What follows belongs to an exercise in optimizing a design on an open flow for small area, a short achievable clock period and few clock cycles per item; a production flow would make more cautious choices. No functional check of the RTL was part of this run. Power and IR drop assume default switching activity.

## design.v

```verilog
package hhs_pkg;
  localparam int unsigned CfgIdxW  = 3;
  localparam int unsigned CfgDataW = 16;
  localparam int unsigned InW      = 38;
  localparam int unsigned OutW     = 12;
  localparam logic [1:0] FAULT_OK       = 2'd0;
  localparam logic [1:0] FAULT_OVER_TMP = 2'd1;
  localparam logic [1:0] FAULT_LOW_TMP  = 2'd2;
  localparam logic [1:0] FAULT_FAN      = 2'd3;
  localparam logic [1:0] ModeCold  = 2'd1;
  localparam logic [1:0] ModePower = 2'd2;
  localparam logic [9:0] TempFanHigh   = 10'd250;
  localparam logic [9:0] TempFanLow    = 10'd70;
  localparam logic [9:0] TempSleepCool = 10'd70;
  localparam logic [9:0] TempFanOff    = 10'd40;
  localparam logic [7:0] SleepDuty     = 8'd50;
  localparam logic [15:0] RstSleepTicks  = 16'd100;
  localparam logic [14:0] RstErrorTicks  = 15'd5;
  localparam logic [9:0]  RstMaxTemp     = 10'd520;
  localparam logic [9:0]  RstMinTemp     = 10'd10;
  localparam logic [7:0]  RstMinAir      = 8'd10;
  localparam logic [8:0]  RstCoolLim     = 9'd120;   
  localparam logic [7:0]  RstMaxAirDuty  = 8'd86;    
  localparam logic [7:0]  RstSleepFanDuty = 8'd58;   
  function automatic logic [4:0] air_step(input logic [7:0] level);
    logic [3:0] r;
    logic       b, c;
    r = {level[3] ^ level[0], level[2:0]};
    case (r)
      4'd0:    b = level != 8'd0;
      4'd1:    b = level > 8'd25;
      4'd2:    b = level > 8'd50;
      4'd3:    b = level > 8'd75;
      4'd4:    b = level > 8'd100;
      4'd5:    b = level > 8'd125;
      4'd6:    b = level > 8'd150;
      4'd7:    b = level > 8'd175;
      4'd8:    b = level > 8'd200;
      4'd9:    b = level > 8'd225;
      4'd10:   b = level > 8'd250;
      default: b = 1'b0;
    endcase
    c = level[3] & level[0];
    air_step = {3'b111, c | !b, !(c ^ !b)};
  endfunction
  function automatic logic [7:0] air_sum(input logic [7:0] level, input logic [4:0] step);
    air_sum = {1'b0, level[7:1]} + {4'd0, level[7:4]} + {3'd0, step};
  endfunction
  function automatic logic [7:0] scaled_air(input logic [7:0] level);
    scaled_air = air_sum(level, air_step(level));
  endfunction
  function automatic logic [6:0] temp_duty(input logic [9:0] temp);
    logic [4:0] h;
    h = 5'bx;
    case (temp[7:0])
      8'd70: h = 5'd7;
      8'd71: h = 5'd7;
      8'd72: h = 5'd8;
      8'd73: h = 5'd7;
      8'd74: h = 5'd8;
      8'd75: h = 5'd7;
      8'd76: h = 5'd8;
      8'd77: h = 5'd8;
      8'd78: h = 5'd8;
      8'd79: h = 5'd8;
      8'd80: h = 5'd8;
      8'd81: h = 5'd8;
      8'd82: h = 5'd9;
      8'd83: h = 5'd8;
      8'd84: h = 5'd9;
      8'd85: h = 5'd8;
      8'd86: h = 5'd9;
      8'd87: h = 5'd9;
      8'd88: h = 5'd9;
      8'd89: h = 5'd9;
      8'd90: h = 5'd9;
      8'd91: h = 5'd9;
      8'd92: h = 5'd10;
      8'd93: h = 5'd9;
      8'd94: h = 5'd10;
      8'd95: h = 5'd9;
      8'd96: h = 5'd10;
      8'd97: h = 5'd10;
      8'd98: h = 5'd10;
      8'd99: h = 5'd10;
      8'd100: h = 5'd10;
      8'd101: h = 5'd10;
      8'd102: h = 5'd11;
      8'd103: h = 5'd10;
      8'd104: h = 5'd11;
      8'd105: h = 5'd10;
      8'd106: h = 5'd11;
      8'd107: h = 5'd11;
      8'd108: h = 5'd11;
      8'd109: h = 5'd11;
      8'd110: h = 5'd11;
      8'd111: h = 5'd11;
      8'd112: h = 5'd12;
      8'd113: h = 5'd11;
      8'd114: h = 5'd12;
      8'd115: h = 5'd11;
      8'd116: h = 5'd12;
      8'd117: h = 5'd12;
      8'd118: h = 5'd12;
      8'd119: h = 5'd12;
      8'd120: h = 5'd12;
      8'd121: h = 5'd12;
      8'd122: h = 5'd13;
      8'd123: h = 5'd12;
      8'd124: h = 5'd13;
      8'd125: h = 5'd12;
      8'd126: h = 5'd13;
      8'd127: h = 5'd13;
      8'd128: h = 5'd13;
      8'd129: h = 5'd13;
      8'd130: h = 5'd13;
      8'd131: h = 5'd13;
      8'd132: h = 5'd14;
      8'd133: h = 5'd13;
      8'd134: h = 5'd14;
      8'd135: h = 5'd13;
      8'd136: h = 5'd14;
      8'd137: h = 5'd14;
      8'd138: h = 5'd14;
      8'd139: h = 5'd14;
      8'd140: h = 5'd14;
      8'd141: h = 5'd14;
      8'd142: h = 5'd15;
      8'd143: h = 5'd14;
      8'd144: h = 5'd15;
      8'd145: h = 5'd14;
      8'd146: h = 5'd15;
      8'd147: h = 5'd15;
      8'd148: h = 5'd15;
      8'd149: h = 5'd15;
      8'd150: h = 5'd15;
      8'd151: h = 5'd15;
      8'd152: h = 5'd16;
      8'd153: h = 5'd15;
      8'd154: h = 5'd16;
      8'd155: h = 5'd15;
      8'd156: h = 5'd16;
      8'd157: h = 5'd16;
      8'd158: h = 5'd16;
      8'd159: h = 5'd16;
      8'd160: h = 5'd16;
      8'd161: h = 5'd16;
      8'd162: h = 5'd17;
      8'd163: h = 5'd16;
      8'd164: h = 5'd17;
      8'd165: h = 5'd16;
      8'd166: h = 5'd17;
      8'd167: h = 5'd17;
      8'd168: h = 5'd17;
      8'd169: h = 5'd17;
      8'd170: h = 5'd17;
      8'd171: h = 5'd17;
      8'd172: h = 5'd18;
      8'd173: h = 5'd17;
      8'd174: h = 5'd18;
      8'd175: h = 5'd17;
      8'd176: h = 5'd18;
      8'd177: h = 5'd18;
      8'd178: h = 5'd18;
      8'd179: h = 5'd18;
      8'd180: h = 5'd18;
      8'd181: h = 5'd18;
      8'd182: h = 5'd19;
      8'd183: h = 5'd18;
      8'd184: h = 5'd19;
      8'd185: h = 5'd18;
      8'd186: h = 5'd19;
      8'd187: h = 5'd19;
      8'd188: h = 5'd19;
      8'd189: h = 5'd19;
      8'd190: h = 5'd19;
      8'd191: h = 5'd19;
      8'd192: h = 5'd20;
      8'd193: h = 5'd19;
      8'd194: h = 5'd20;
      8'd195: h = 5'd19;
      8'd196: h = 5'd20;
      8'd197: h = 5'd20;
      8'd198: h = 5'd20;
      8'd199: h = 5'd20;
      8'd200: h = 5'd20;
      8'd201: h = 5'd20;
      8'd202: h = 5'd21;
      8'd203: h = 5'd20;
      8'd204: h = 5'd21;
      8'd205: h = 5'd20;
      8'd206: h = 5'd21;
      8'd207: h = 5'd21;
      8'd208: h = 5'd21;
      8'd209: h = 5'd21;
      8'd210: h = 5'd21;
      8'd211: h = 5'd21;
      8'd212: h = 5'd22;
      8'd213: h = 5'd21;
      8'd214: h = 5'd22;
      8'd215: h = 5'd21;
      8'd216: h = 5'd22;
      8'd217: h = 5'd22;
      8'd218: h = 5'd22;
      8'd219: h = 5'd22;
      8'd220: h = 5'd22;
      8'd221: h = 5'd22;
      8'd222: h = 5'd23;
      8'd223: h = 5'd22;
      8'd224: h = 5'd23;
      8'd225: h = 5'd22;
      8'd226: h = 5'd23;
      8'd227: h = 5'd23;
      8'd228: h = 5'd23;
      8'd229: h = 5'd23;
      8'd230: h = 5'd23;
      8'd231: h = 5'd23;
      8'd232: h = 5'd24;
      8'd233: h = 5'd23;
      8'd234: h = 5'd24;
      8'd235: h = 5'd23;
      8'd236: h = 5'd24;
      8'd237: h = 5'd24;
      8'd238: h = 5'd24;
      8'd239: h = 5'd24;
      8'd240: h = 5'd24;
      8'd241: h = 5'd24;
      8'd242: h = 5'd25;
      8'd243: h = 5'd24;
      8'd244: h = 5'd25;
      8'd245: h = 5'd24;
      8'd246: h = 5'd25;
      8'd247: h = 5'd25;
      8'd248: h = 5'd25;
      8'd249: h = 5'd25;
      default: h = 5'bx;
    endcase
    temp_duty = temp[7:1] - {2'd0, h};
  endfunction
endpackage
module hhs_cfg_regs (
  input  logic                         clk_i,
  input  logic                         rst_ni,
  input  logic                         we_i,
  input  logic [hhs_pkg::CfgIdxW-1:0]  idx_i,
  input  logic [hhs_pkg::CfgDataW-1:0] data_i,
  input  logic [7:0]                   level_i,
  input  logic [7:0]                   air_duty_i,
  output logic [15:0]                  sleep_ticks_o,
  output logic [14:0]                  error_ticks_o,
  output logic [9:0]                   max_temp_o,
  output logic [9:0]                   min_temp_o,
  output logic [7:0]                   min_air_o,
  output logic [8:0]                   cool_lim_o,
  output logic [7:0]                   max_air_duty_o,
  output logic [7:0]                   sleep_fan_duty_o
);
  logic pend_pto_q, pend_max_air_q, pend_sfl_q;
  always_ff @(posedge clk_i or negedge rst_ni) begin
    if (!rst_ni) begin
      sleep_ticks_o <= hhs_pkg::RstSleepTicks;
      error_ticks_o <= hhs_pkg::RstErrorTicks;
      max_temp_o    <= hhs_pkg::RstMaxTemp;
      min_temp_o    <= hhs_pkg::RstMinTemp;
      min_air_o     <= hhs_pkg::RstMinAir;
    end else if (we_i) begin
      case (idx_i)
        3'd0: sleep_ticks_o <= data_i;
        3'd1: error_ticks_o <= data_i[14:0];
        3'd2: max_temp_o    <= data_i[9:0];
        3'd3: min_temp_o    <= data_i[9:0];
        3'd4: min_air_o     <= data_i[7:0];
        default: ;
      endcase
    end
  end
  always_ff @(posedge clk_i or negedge rst_ni) begin
    if (!rst_ni) begin
      pend_pto_q     <= 1'b0;
      pend_max_air_q <= 1'b0;
      pend_sfl_q     <= 1'b0;
    end else begin
      pend_pto_q     <= we_i && (idx_i == 3'd5);
      pend_max_air_q <= we_i && (idx_i == 3'd6);
      pend_sfl_q     <= we_i && (idx_i == 3'd7);
    end
  end
  always_ff @(posedge clk_i or negedge rst_ni) begin
    if (!rst_ni) begin
      cool_lim_o       <= hhs_pkg::RstCoolLim;
      max_air_duty_o   <= hhs_pkg::RstMaxAirDuty;
      sleep_fan_duty_o <= hhs_pkg::RstSleepFanDuty;
    end else begin
      if (pend_pto_q)     cool_lim_o       <= {1'b0, level_i} + 9'd70;
      if (pend_max_air_q) max_air_duty_o   <= air_duty_i;
      if (pend_sfl_q)     sleep_fan_duty_o <= air_duty_i;
    end
  end
endmodule
module hhs_step (
  input  logic        cold_i,         
  input  logic        docked_i,       
  input  logic        sleep_cool_i,   
  input  logic        air_low_i,
  input  logic        hot_i,
  input  logic        cool_i,
  input  logic        fan_off_i,      
  input  logic        use_air_i,      
  input  logic [7:0]  air_duty_i,     
  input  logic [7:0]  ramp_duty_i,    
  input  logic [15:0] sleep_ticks_i,
  input  logic [14:0] error_ticks_i,
  input  logic [7:0]  max_air_duty_i,
  input  logic        work_i,
  input  logic [15:0] sleep_cnt_i,
  input  logic [15:0] fault_cnt_i,
  input  logic [1:0]  fault_i,
  input  logic        fan_fault_i,
  input  logic        fan_hold_i,
  input  logic [7:0]  duty_i,
  output logic        work_o,
  output logic [15:0] sleep_cnt_o,
  output logic [15:0] fault_cnt_o,
  output logic [1:0]  fault_o,
  output logic        fan_fault_o,
  output logic        fan_hold_o,
  output logic [7:0]  duty_o,
  output logic        beep_o
);
  logic        sleep_hit, dbl_hit, half_hit;
  logic        take_air;
  logic [7:0]  duty_other;
  logic [15:0] fault_base;
  assign sleep_hit = (sleep_cnt_i != 16'hffff) && (sleep_cnt_i >= sleep_ticks_i);
  assign fault_base = work_i ? fault_cnt_i : 16'd0;
  assign dbl_hit  = work_i ? (fault_cnt_i >= {error_ticks_i, 1'b0})
                           : (error_ticks_i == 15'd0);
  assign half_hit = work_i ? (fault_cnt_i >= {2'b0, error_ticks_i[14:1]})
                           : (error_ticks_i[14:1] == 14'd0);
  always_comb begin
    work_o      = work_i;
    sleep_cnt_o = sleep_cnt_i;
    beep_o      = 1'b0;
    if (!work_i) begin
      if (!docked_i || cold_i) work_o = 1'b1;
    end else if (docked_i && !cold_i && sleep_cool_i) begin
      if (sleep_hit) begin
        work_o      = 1'b0;
        sleep_cnt_o = 16'd0;
        beep_o      = 1'b1;
      end else begin
        sleep_cnt_o = sleep_cnt_i + 16'd1;
      end
    end
    fault_o     = fault_i;
    fault_cnt_o = fault_base;
    if (fault_i == hhs_pkg::FAULT_OK) begin
      if (cold_i) begin
        if (air_low_i) begin
          if (dbl_hit) begin
            fault_o     = hhs_pkg::FAULT_FAN;
            fault_cnt_o = 16'd0;
          end else begin
            fault_cnt_o = fault_base + 16'd1;
          end
        end
      end else if (!docked_i && (hot_i || cool_i || air_low_i)) begin
        if (half_hit && hot_i) begin
          fault_o     = hhs_pkg::FAULT_OVER_TMP;
          fault_cnt_o = 16'd0;
        end else if (dbl_hit && air_low_i) begin
          fault_o     = hhs_pkg::FAULT_FAN;
          fault_cnt_o = 16'd0;
        end else if (dbl_hit && cool_i) begin
          fault_o     = hhs_pkg::FAULT_LOW_TMP;
          fault_cnt_o = 16'd0;
        end else begin
          fault_cnt_o = fault_base + 16'd1;
        end
      end else begin
        fault_cnt_o = 16'd0;
      end
    end else if (docked_i) begin
      fault_o     = hhs_pkg::FAULT_OK;
      fault_cnt_o = 16'd0;
    end
    fan_fault_o = fan_fault_i;
    fan_hold_o  = fan_hold_i;
    duty_other  = duty_i;
    take_air    = 1'b0;
    if (!fan_fault_i) begin
      if (fault_o != hhs_pkg::FAULT_OK) begin
        fan_fault_o = 1'b1;
      end else if (work_o) begin
        fan_hold_o = cold_i || !docked_i;
        take_air   = use_air_i;
        duty_other = ramp_duty_i;
      end else if (!fan_off_i) begin
        if (!fan_hold_i) duty_other = hhs_pkg::SleepDuty;
      end else if (!fan_hold_i) begin
        fan_hold_o = 1'b1;
        duty_other = 8'd0;
      end
    end else begin
      duty_other = max_air_duty_i;
      if (fault_o == hhs_pkg::FAULT_OK) fan_fault_o = 1'b0;
    end
    duty_o = take_air ? air_duty_i : duty_other;
  end
endmodule
module heater_handle_supervisor (
  input  logic                         clk_i,
  input  logic                         rst_ni,
  input  logic                         in_valid_i,
  output logic                         in_ready_o,
  input  logic [hhs_pkg::InW-1:0]      in_data_i,
  output logic                         out_valid_o,
  input  logic                         out_ready_i,
  output logic [hhs_pkg::OutW-1:0]     out_data_o,
  input  logic                         cfg_valid_i,
  output logic                         cfg_ready_o,
  input  logic [hhs_pkg::CfgIdxW-1:0]  cfg_index_i,
  input  logic [hhs_pkg::CfgDataW-1:0] cfg_data_i
);
  logic [15:0] sleep_ticks;
  logic [14:0] error_ticks;
  logic [9:0]  max_temp;
  logic [9:0]  min_temp;
  logic [7:0]  min_air;
  logic [8:0]  cool_lim;
  logic [7:0]  max_air_duty;
  logic [7:0]  sleep_fan_duty;
  logic        s0_valid_q;
  logic        s0_docked_q, s0_cold_q, s0_power_q, s0_air_low_q;
  logic [9:0]  s0_temp_q;
  logic [7:0]  s0_level_q;
  logic [1:0]  s0_air_step_q;
  logic        in_cold;
  logic [4:0]  cold_step, hot_step, cfg_step;
  logic [7:0]  air_duty, ramp_duty;
  logic        sleep_cool;
  logic        work_q, work_d;
  logic [15:0] sleep_cnt_q, sleep_cnt_d;
  logic [15:0] fault_cnt_q, fault_cnt_d;
  logic [1:0]  fault_q, fault_d;
  logic        fan_fault_q, fan_fault_d;
  logic        fan_hold_q, fan_hold_d;
  logic [7:0]  duty_q, duty_d;
  logic        beep_q, beep_d;
  logic        res_valid_q;
  logic [hhs_pkg::OutW-1:0] res, res_d;
  logic        old_valid_q;
  logic        out_valid_q;
  logic [hhs_pkg::OutW-1:0] out_q;
  logic        in_ready_q;
  logic        accept, full, en0, adv1;
  logic        s0_valid_d, res_valid_d, old_valid_d;
  assign cfg_ready_o = 1'b1;
  assign full   = res_valid_q && old_valid_q;
  assign adv1   = s0_valid_q && !full;
  assign en0    = !s0_valid_q || !full;
  assign accept = in_valid_i && in_ready_q;
  assign s0_valid_d  = en0 ? accept : s0_valid_q;
  assign res_valid_d = adv1 || (res_valid_q && !(!old_valid_q && out_ready_i));
  assign old_valid_d = old_valid_q ? !out_ready_i : (res_valid_q && adv1 && !out_ready_i);
  always_ff @(posedge clk_i or negedge rst_ni) begin
    if (!rst_ni) begin
      s0_valid_q  <= 1'b0;
      res_valid_q <= 1'b0;
      old_valid_q <= 1'b0;
      out_valid_q <= 1'b0;
      in_ready_q  <= 1'b1;
    end else begin
      s0_valid_q  <= s0_valid_d;
      res_valid_q <= res_valid_d;
      old_valid_q <= old_valid_d;
      out_valid_q <= res_valid_d || old_valid_d;
      in_ready_q  <= !(s0_valid_d && res_valid_d && old_valid_d);
    end
  end
  assign in_ready_o = in_ready_q;
  assign in_cold   = (in_data_i[35:34] == hhs_pkg::ModeCold);
  assign cold_step = hhs_pkg::air_step(in_data_i[7:0]);
  assign hot_step  = hhs_pkg::air_step(in_data_i[15:8]);
  assign cfg_step  = hhs_pkg::air_step(cfg_data_i[7:0]);
  always_ff @(posedge clk_i) begin
    if (en0) begin
      s0_docked_q  <= !in_data_i[37] && in_data_i[36];
      s0_cold_q    <= in_cold;
      s0_power_q   <= (in_data_i[35:34] == hhs_pkg::ModePower);
      s0_temp_q    <= in_data_i[33:24];
      s0_air_low_q <= in_data_i[23:16] < min_air;
    end
    if (cfg_valid_i) begin
      s0_level_q    <= cfg_data_i[7:0];
      s0_air_step_q <= cfg_step[1:0];
    end else if (en0) begin
      s0_level_q    <= in_cold ? in_data_i[7:0] : in_data_i[15:8];
      s0_air_step_q <= in_cold ? cold_step[1:0] : hot_step[1:0];
    end
  end
  assign air_duty = hhs_pkg::air_sum(s0_level_q, {3'b111, s0_air_step_q});
  always_comb begin
    if (s0_temp_q >= hhs_pkg::TempFanHigh) begin
      ramp_duty = sleep_fan_duty;
    end else if (s0_temp_q >= hhs_pkg::TempFanLow) begin
      ramp_duty = {1'b0, hhs_pkg::temp_duty(s0_temp_q)};
    end else begin
      ramp_duty = 8'd0;
    end
  end
  assign sleep_cool = s0_power_q ? ({1'b0, s0_temp_q} <= {2'b0, cool_lim})
                                 : (s0_temp_q <= hhs_pkg::TempSleepCool);
  hhs_cfg_regs u_cfg (
    .clk_i            (clk_i),
    .rst_ni           (rst_ni),
    .we_i             (cfg_valid_i),
    .idx_i            (cfg_index_i),
    .data_i           (cfg_data_i),
    .level_i          (s0_level_q),
    .air_duty_i       (air_duty),
    .sleep_ticks_o    (sleep_ticks),
    .error_ticks_o    (error_ticks),
    .max_temp_o       (max_temp),
    .min_temp_o       (min_temp),
    .min_air_o        (min_air),
    .cool_lim_o       (cool_lim),
    .max_air_duty_o   (max_air_duty),
    .sleep_fan_duty_o (sleep_fan_duty)
  );
  hhs_step u_step (
    .cold_i         (s0_cold_q),
    .docked_i       (s0_docked_q),
    .sleep_cool_i   (sleep_cool),
    .air_low_i      (s0_air_low_q),
    .hot_i          (s0_temp_q >= max_temp),
    .cool_i         (s0_temp_q <= min_temp),
    .fan_off_i      (s0_temp_q < hhs_pkg::TempFanOff),
    .use_air_i      (s0_cold_q || !s0_docked_q),
    .air_duty_i     (air_duty),
    .ramp_duty_i    (ramp_duty),
    .sleep_ticks_i  (sleep_ticks),
    .error_ticks_i  (error_ticks),
    .max_air_duty_i (max_air_duty),
    .work_i         (work_q),
    .sleep_cnt_i    (sleep_cnt_q),
    .fault_cnt_i    (fault_cnt_q),
    .fault_i        (fault_q),
    .fan_fault_i    (fan_fault_q),
    .fan_hold_i     (fan_hold_q),
    .duty_i         (duty_q),
    .work_o         (work_d),
    .sleep_cnt_o    (sleep_cnt_d),
    .fault_cnt_o    (fault_cnt_d),
    .fault_o        (fault_d),
    .fan_fault_o    (fan_fault_d),
    .fan_hold_o     (fan_hold_d),
    .duty_o         (duty_d),
    .beep_o         (beep_d)
  );
  always_ff @(posedge clk_i or negedge rst_ni) begin
    if (!rst_ni) begin
      work_q      <= 1'b0;
      sleep_cnt_q <= 16'd0;
      fault_cnt_q <= 16'd0;
      fault_q     <= hhs_pkg::FAULT_OK;
      fan_fault_q <= 1'b0;
      fan_hold_q  <= 1'b0;
      duty_q      <= 8'd0;
      beep_q      <= 1'b0;
    end else if (adv1) begin
      work_q      <= work_d;
      sleep_cnt_q <= sleep_cnt_d;
      fault_cnt_q <= fault_cnt_d;
      fault_q     <= fault_d;
      fan_fault_q <= fan_fault_d;
      fan_hold_q  <= fan_hold_d;
      duty_q      <= duty_d;
      beep_q      <= beep_d;
    end
  end
  assign res   = {work_q, fault_q, duty_q, beep_q};
  assign res_d = adv1 ? {work_d, fault_d, duty_d, beep_d} : res;
  always_ff @(posedge clk_i) begin
    if (!old_valid_d) out_q <= res_d;
  end
  assign out_valid_o = out_valid_q;
  assign out_data_o  = out_q;
endmodule
```

## constraint.sdc

```tcl
create_clock -name core_clock -period 9.0 [get_ports {clk_i}]
set_input_delay 1.8000 -clock core_clock [delete_from_list [all_inputs] [get_ports {clk_i}]]
set_output_delay 1.8000 -clock core_clock [all_outputs]
set_load 0.01 [all_outputs]
```

## config.mk

```make
export PLATFORM = sky130hd
export DESIGN_NAME = heater_handle_supervisor
export DESIGN_NICKNAME = heater_handle_supervisor
export VERILOG_FILES = /design/flow/design.v
export SDC_FILE = /design/flow/constraint.sdc
export NUM_CORES = 4
export LEC_CHECK = 0
export CAP_MARGIN = 20
export CORE_MARGIN = 2
export CORE_UTILIZATION = 40
export CTS_BUF_LIST = sky130_fd_sc_hd__clkbuf_8
export SLEW_MARGIN = 20
```

## flow/run.sh

```bash
#!/bin/bash
# Layout: the standard flow (standard.sh, which runs the standard synthesis
# unchanged) with two settings changed: the ports are buffered with
# sky130_fd_sc_hd__buf_1 (buffer_ports' own pick is a delay buffer), and the
# timing repair aims for 6 ns of setup slack at the design's clock period.
# The make output goes to standard_flow.log; ORFS's logs stay under orfs/logs.
set -euo pipefail
bash standard.sh SETUP_SLACK_MARGIN=6 "BUFFER_PORTS_ARGS=-buffer_cell sky130_fd_sc_hd__buf_1" finish > standard_flow.log 2>&1
```

## standard.sh

```bash
#!/bin/bash
# synth_recipe.tcl (not shown) runs the flow's synth.tcl, then flattens the netlist and writes it again
# the make line also repeats each setting of config.mk as NAME=value (left out here)
make -C /OpenROAD-flow-scripts/flow DESIGN_CONFIG=/design/flow/config.mk WORK_HOME=/design/flow/orfs CLKGATE_MAP_FILE= SYNTH_SCRIPT=/design/flow/synth_recipe.tcl "${@:-finish}"
```

==> impl_metrics.csv <==
group,metric,value,unit
clock_tree,path_clk_slew,120,ps
global_routing,grt_max_degree,70,
sta,worst_slack,5545,ps
clock_tree,cts_tree,"built",
layout,post-route-util,49.26,%
clock_tree,root_buffer,"clkbuf_8",
clock_tree,holdBufCountCts,0,
setup_path,cp.required,9250,ps
placed_design,placed_cell_area,12140,um^2
power,ir_drop,0.00009249,V
logic_synthesis,ys_async_sr_fraction,77.09,%
clock_tree,clk_latency,490,ps
floorplanning,die_h,173.1,um
route,antenna_left,0,
logic_synthesis,synth_nets,1420,
sta,hold_viol_final,0,
floorplanning,core,27930,um^2
logic_synthesis,synth.distinct_cells,75,
layout,num_antenna_cells,0,
layout,nFillCells,2667,
logic_synthesis,yosysWarnings,3,
global_routing,grt_pass1_vias,9385,
setup_path,critPathTopFamily,"simple AND/OR/NAND/NOR gates",
setup_path,start_kind,"input pin",
global_routing,grt_pass1_wl,49.50,mm
setup_path,reg2reg_depth,11,
route,vias_per_cell,5.560,
sta,period_share,38.39,%
clock_tree,htreeDepth,4,
min_path,hold_path.class,"register to register",
floorplanning,row_count,61,
logic_synthesis,syn_area,11440,um^2
global_routing,track_usage,20.47,%
sta,tns,0,ps
logic_synthesis,ys_ff_latch,179,
min_path,whs_path_depth,1,
route,num_vias,9758,
logic_synthesis,avgSynthCellArea,9.141,um^2
sta,setup_viol_count_final,0,
logic_synthesis,synthCells,1251,
floorplanning,die-area,29960,um^2
sta,max_slew_margin,31.28,%
logic_synthesis,synthFlopType,"dfrtp_1",
route,drt_wl_total,31.19,mm
logic_synthesis,synth_edf_count,36,
sta,rsz0062_at_grt,"true",
setup_path,path_buf_inv,1,
global_routing,overflow,0,
setup_path,critical_path_class,"input pin to register",
placed_design,gp_congestion,0.8693,
clock_tree,clock_path_buffers,2,
setup_path,path_depth,14,
layout,drive_gt1_share,19.46,%
clock_tree,numCtsBuffers,17,
placed_design,place_ws,4735,ps
route,wl_per_cell,17.77,um
flow_run,cap_violations,0,
clock_tree,numClockSinks,179,
power,leakagePower,5.780,nW
sta,fin_skew,20.97,ps
sta,min_period,3455,ps
sta,tightest_slew,1025,ps
setup_path,end_kind,"register",
route,drt_iter0_drc,784,
layout,fin_area,13760,um^2
route,drcViolationCount,0,
setup_path,cp_cell_sequence,"buf_8 -> ha_4 -> nor2_2 -> o21ai_1 -> a31oi_1 -> a21oi_1 -> nor4_2 -> o22ai_1 -> nor2_1 -> a21oi_1 -> ha_2 -> mux2i_1 -> nor2_1 -> a21oi_1",
global_routing,antenna_found_initial,0,
logic_synthesis,seq_area_frac_synth,40.79,%
setup_path,cp_data_arrival_time,3700,ps
floorplanning,dieWidth,173.1,um
placed_design,dp_hpwl,21.68,mm
sta,fmax,289.5,MHz
layout,fin_nets,1533,
placed_design,port_buffers,75,
setup_path,cp_slowest_cell,"nor4_2",
setup_path,crit_path_max_incr_delay,330,ps
setup_path,cp_max_fo,2,
setup_path,crit_top_cell,"a21oi_1",
floorplanning,start_util,40.94,%
route,first_pass_iters,7,
layout,syn2layout_area_growth,20.33,%
floorplanning,ioPinCount,77,
sta,slew_viol_final,0,
power,power-per-cell-area,207.7,nW/um^2
power,finalPower,0.002858,W
run_status,status,"timing/DRC/antenna clean",
-- where the power goes --
part	total, W	internal, W	switching [W]
Combinational	0.00108	0.000469	0.000615
Clock	0.000608	0.000261	0.000346
Sequential	0.00117	0.00104	0.000129
-- cell usage in the layout, fill, tap and decap left out, drive strengths merged, types with 17 or more instances in the layout --
master,synthesis,layout
nand2,141,141
buf,5,137
inv,119,127
dfrtp,114,114
o21ai,111,111
ha,103,103
nor2,84,84
a21oi,72,72
edfxtp,36,36
mux2,35,35
nand3,26,26
dfstp,24,24
nor3,24,24
a31oi,22,22
a21o,21,21
mux2i,21,21
clkbuf,42,20
a211oi,19,19
xnor2,18,18
nor2b,17,17
-- worst paths after layout --
path / from / end / slack (ps)
worst max-delay path: in_data_i[11] / s0_air_step_q[0] / 5550
worst min-delay path: beep_q / beep_q / 490
worst max register to register: s0_temp_q[7] / fan_hold_q / 5670
worst min register to register: beep_q / beep_q / 490
max in group asynchronous: rst_ni / out_valid_q / 6420
min in group asynchronous: rst_ni / u_cfg.error_ticks_o[6] / 1150
-- state kept, by name, indices dropped and copies added (netlist names), 9 cells and up, named ones only --
register             flops
fault_cnt_q             16
u_cfg.cool_lim_o         9
s0_temp_q               10
out_q                   12
sleep_cnt_q             16
u_cfg.max_temp_o        10
u_cfg.error_ticks_o     15
u_cfg.sleep_ticks_o     16
u_cfg.min_temp_o        10
-- cell usage after synthesis (all sizes together), types with 11 or more instances --
cell | count | area share, %
nand2 | 141 | 4.6
dfrtp | 114 | 25
a21oi | 72 | 3.2
a21o | 21 | 1.4
o22ai | 16 | 0.88
clkbuf | 42 | 1.4
nor2b | 17 | 0.93
mux2i | 21 | 1.8
nor2 | 84 | 2.8
a31oi | 22 | 1.2
edfxtp | 36 | 9.5
xnor2 | 18 | 1.4
inv | 119 | 3.9
a211oi | 19 | 1.2
o21ai | 111 | 4.9
nand3 | 26 | 1.1
mux2 | 35 | 3.4
dfstp | 24 | 5.5
nand4 | 16 | 0.88
nor3 | 24 | 1.1
ha | 103 | 11
nor4 | 11 | 0.60
-- logic make-up after synthesis --
logic type / share of synthesized area (%)
AOI/OAI and AO/OA: 18.82
DFF: 40.79
adders and majority gates: 12.06
xor gates and xnor gates: 2.144
muxes: 5.284
buffers and inverters: 5.744
other: 0.03279
and+or+nand+nor: 15.13
-- metal layers --
metal	vias to the layer above	GRT usage [%]	share of wire, %
li1	4745	-	-
met1	4742	28.71	48
met2	222	32.68	47
met3	49	2.946	3.6
met4	0	6.427	1.9
met5	-	0	0
-- layout make-up --
cell class	instances	area, um^2	share of cell area (%)
multi-input combinational	907	6888	50.05
sequential	179	4671	33.94
timing repair buffer	140	859.6	6.247
clock buffer	17	234.0	1.700
inverter	119	446.7	3.246
clock inverter	15	188.9	1.373
tap	378	473.0	3.437
-- repair_timing --
item | in CTS | in global routing
gates resized for setup | 81 | 74
endpoints found under the setup margin | 160 | 120
setup buffers | 36 | 18
gates cloned | 2 | 1
pin swaps | 26 | 26
-- metrics by stage --
step           instances  hold slack, ps
2_1_floorplan       1251           441.8
3_3_place_gp        1666           461.0
3_5_place_dp        1666           462.9
4_1_cts             1736           488.3
5_1_grt             1755           520.8
6_report            1755           485.8

-- port drivers added, routing unchanged --
The flow's constraints put no driver on any port. The routed layout listed below was extracted and timed again, unchanged, in two steps.
Step 1 (the two cells are an assumption about what drives the block):
set clk [get_ports {clk_i}]
set_driving_cell -lib_cell sky130_fd_sc_hd__clkbuf_16 $clk
set_driving_cell -lib_cell sky130_fd_sc_hd__buf_2 [delete_from_list [all_inputs] $clk]
Step 2 also shifts input and output timing later by t, the mid clock arrival at the registers, as if the neighbouring blocks saw the same clock.
a / b / c = ideal ports / drivers / drivers and shift; a / b = the first two.
t (ns): 0.522
setup slack, ns: 5.545 / 5.550 / 5.028
worst setup path after step 2: input to register
worst register clock-pin slew, ns: 0.12 / 0.12
After both steps setup and hold are still met in this run. The setup slack of this run moves by +0.005 ns with the drivers and by -0.517 ns with both steps.
